This is an optimization exercise on Yosys and OpenROAD, whose aim is small area and a short achievable clock period, not a production implementation. Function was checked by simulation only, so behaviour that the tests miss may differ from the original. No activity file was given, so power comes from the tool's default toggle rates.

==> job 3685: inputs <==
==> flow/design.v (excerpt) <==
module invIp (
    input  logic                  clk,
    input  logic                  arstN,
    input  logic                  inValid,
    input  logic [6-1:0] in1,
    input  logic [6-1:0] in2,
    output logic                  outValid,
    output logic [6-1:0] outInv
);
    localparam int W = 6;
    localparam int L = (6 + 2);
    logic [L-1:0] validPipe;
    always_ff @(posedge clk or negedge arstN) begin
        if (!arstN) begin
            validPipe <= '0;
        end else begin
            validPipe <= {validPipe[L-2:0], inValid};
        end
    end
    assign outValid = validPipe[L-1];
    logic [W-1:0] opA;
    logic [W-1:0] opB;
    always_ff @(posedge clk) begin
        opA <= in1;
        opB <= in2;
    end
    logic [W:0]   diff;
    logic         aBigger;
    logic [W-1:0] number;
    logic [W-2:0] absHigh;
    logic [W-2:0] oddRepHigh;
    assign diff    = {1'b0, opA} - {1'b0, opB};
    assign aBigger = ~diff[W];
    assign number  = aBigger ? opB : opA;
  ...
Settings: LEC_CHECK=0, CAP_MARGIN=20, CORE_MARGIN=2, CORE_UTILIZATION=40, SLEW_MARGIN=20; clock period 10.5 ns.
standard.sh (not shown) runs the stock make flow with config.mk's settings and CLKGATE_MAP_FILE= SYNTH_SCRIPT=/design/flow/synth_recipe.tcl, a recipe that flattens the netlist after the stock synthesis.
==> flow/flow/run.sh <==
#!/bin/bash
# Layout flow: the standard.sh (ORFS, standard synthesis) with these changes:
# - synthesis without full/half-adder extraction (ADDER_MAP_FILE empty), ABC area script;
# - after synthesis the combinational logic is re-mapped by ABC with an area-oriented
#   script (flow/remap.ys, flow/area.script); every flip-flop keeps its instance name and cell;
# - port buffers are buf_2 instead of the resizer's default pick (a slow delay buffer);
# - repair_timing aims for extra setup slack, so the layout is optimised well below
#   the 10.5 ns constraint the design is signed off at.
# Each step's output goes to its own log in this folder (ORFS's per-step logs are under orfs/logs).
set -euo pipefail
HERE=$(pwd)
ARGS=(ADDER_MAP_FILE= ABC_AREA=1 "BUFFER_PORTS_ARGS=-buffer_cell sky130_fd_sc_hd__buf_2" SETUP_SLACK_MARGIN=7.6)
RES=$HERE/orfs/results/sky130hd/invIp/base

bash standard.sh "${ARGS[@]}" synth > synth.log 2>&1

cp $RES/1_2_yosys.v $HERE/1_2_yosys.standard.v
LIB=$FLOW_HOME/platforms/sky130hd/lib/sky130_fd_sc_hd__tt_025C_1v80.lib \
NETLIST_IN=$HERE/1_2_yosys.standard.v NETLIST_OUT=$RES/1_2_yosys.v \
REPORT_DIR=$HERE ABC_SCRIPT=$HERE/flow/area.script \
  yosys -c $HERE/flow/remap.ys > remap.log 2>&1
rm -f $RES/1_synth.odb $RES/1_synth.sdc

bash standard.sh "${ARGS[@]}" finish > standard.log 2>&1
==> flow/flow/area.script <==
strash
dc2
&get -n
&deepsyn -T 20
&put
dch
map -a
topo
stime -c
==> flow/flow/remap.ys <==
# Re-map the combinational logic of ORFS's synthesized netlist with ABC's area flow.
yosys -import
# Flip-flops (and tie cells) are kept as they are, under the same instance names.
read_liberty -ignore_miss_func $::env(LIB)
blackbox sky130_fd_sc_hd__df* sky130_fd_sc_hd__conb_1
read_verilog $::env(NETLIST_IN)
hierarchy -top invIp
flatten
hierarchy -top invIp
opt_clean -purge
read_liberty -lib -overwrite $::env(LIB)
tee -o $::env(REPORT_DIR)/remap_before.txt stat -liberty $::env(LIB)
abc -liberty $::env(LIB) -dont_use *probe* -dont_use *lpflow* -script $::env(ABC_SCRIPT)
splitnets
opt_clean -purge
hilomap -singleton -hicell sky130_fd_sc_hd__conb_1 HI -locell sky130_fd_sc_hd__conb_1 LO
insbuf -buf sky130_fd_sc_hd__buf_4 A X
opt_clean -purge
tee -o $::env(REPORT_DIR)/remap_after.txt stat -liberty $::env(LIB)
check -assert
# left out here: hide names made inside functions
write_verilog -noattr -nohex -nodec $::env(NETLIST_OUT)
==> inputs of job 2489, as changes to job 3685 <==
==> flow/flow/run.sh (replaced) <==
#!/bin/bash
# Standard ORFS layout (the standard.sh, standard synthesis), with these changes:
# - no full/half-adder extraction in synthesis (ADDER_MAP_FILE empty) and ABC's area script;
# - port buffers are buf_2 instead of the resizer's default pick (a slow delay buffer);
# - repair_timing aims for extra setup slack, so the layout is optimised well below
#   the 10.5 ns constraint the design is signed off at.
set -euo pipefail
bash standard.sh \
  ADDER_MAP_FILE= \
  ABC_AREA=1 \
  "BUFFER_PORTS_ARGS=-buffer_cell sky130_fd_sc_hd__buf_2" \
  SETUP_SLACK_MARGIN=7.6 \
  finish > standard.log 2>&1
removed: flow/flow/area.script
removed: flow/flow/remap.ys
==> run notes <==
| quantity | job 2489 | job 3685 |
|---|---|---|
| Status | no timing/DRC/antenna violations | no timing/DRC/antenna violations |
| Sum of routed wire segments on met1 | 5640 um | 5020 um |
| Delay of the slowest critical-path stage | 360 ps | 460 ps |
| Register area | 0.00150 mm2 | 0.00150 mm2 |
| Cell type of the slowest stage on the worst timing path | sky130_fd_sc_hd__dfrtp_1 | sky130_fd_sc_hd__clkinv_1 |
| Vias post-DR | 4620 | 4272 |
| Core footprint | 0.00986 mm2 | 0.00881 mm2 |
| Total cell area at the placement stage | 0.00426 mm2 | 0.00399 mm2 |
| Nonclk inv count | 66 | 71 |
| Synthesized instance count | 635 | 513 |
| Routed wire length on met3 | 1710 um | 2010 um |
| Int Pwr | 0.000609 W | 0.000564 W |
| Total number of cells along the worst setup path | 1 | 12 |
| Effective utilization at floorplan | 0.414 | 0.417 |
| Std-Cell Rows | 36 | 34 |
| Nature of the critical path endpoint | output port | flop |
| WP buf/inv | 1 | 3 |
| Area fraction of clock buffers and clock inverters | 0.0450 | 0.0440 |
| Power attributed to the clock group | 0.000225 W | 0.000205 W |
| Number of fill cells | 1035 | 896 |
| Maximum ir drop on the vdd rail | 117 uV | 88.3 uV |
| Met1 Track Usage GR | 0.328 | 0.342 |
| Max power group | combinational logic | registers |
| Worst setup skew after layout | 14.7 ps | 7.99 ps |
| Clock latency on the worst-skew pair | 340 ps | 350 ps |
| Detailed Route Iter0 Violations | 645 | 760 |
| Fraction of standard cell area that is sequential | 0.336 | 0.357 |

-- separate check: timing with driven ports --
Ports are ideal in the flow. The routed layouts listed here were re-timed in OpenROAD. Step 1, drivers: a clkbuf_16 drives clk and a buf_2 each remaining input, both assumed. Step 2 times the ports against the registers' clock, not the clock port: input delays grow and output delays shrink by t, the midpoint of the rising clock arrivals with the driver on. a / b / c = ideal ports / drivers / drivers and shift; a / b = the first two.
run	t (ns)	setup WS [ns]	clock arrival spread, ns	worst slew at a driven data input, ns
job 3685	0.379	7.546 / 7.527 / 7.546	0.008 / 0.009	0.03
job 2489	0.365	7.564 / 7.532 / 7.897	0.015 / 0.014	0.03
After both steps every run listed still meets setup and hold.
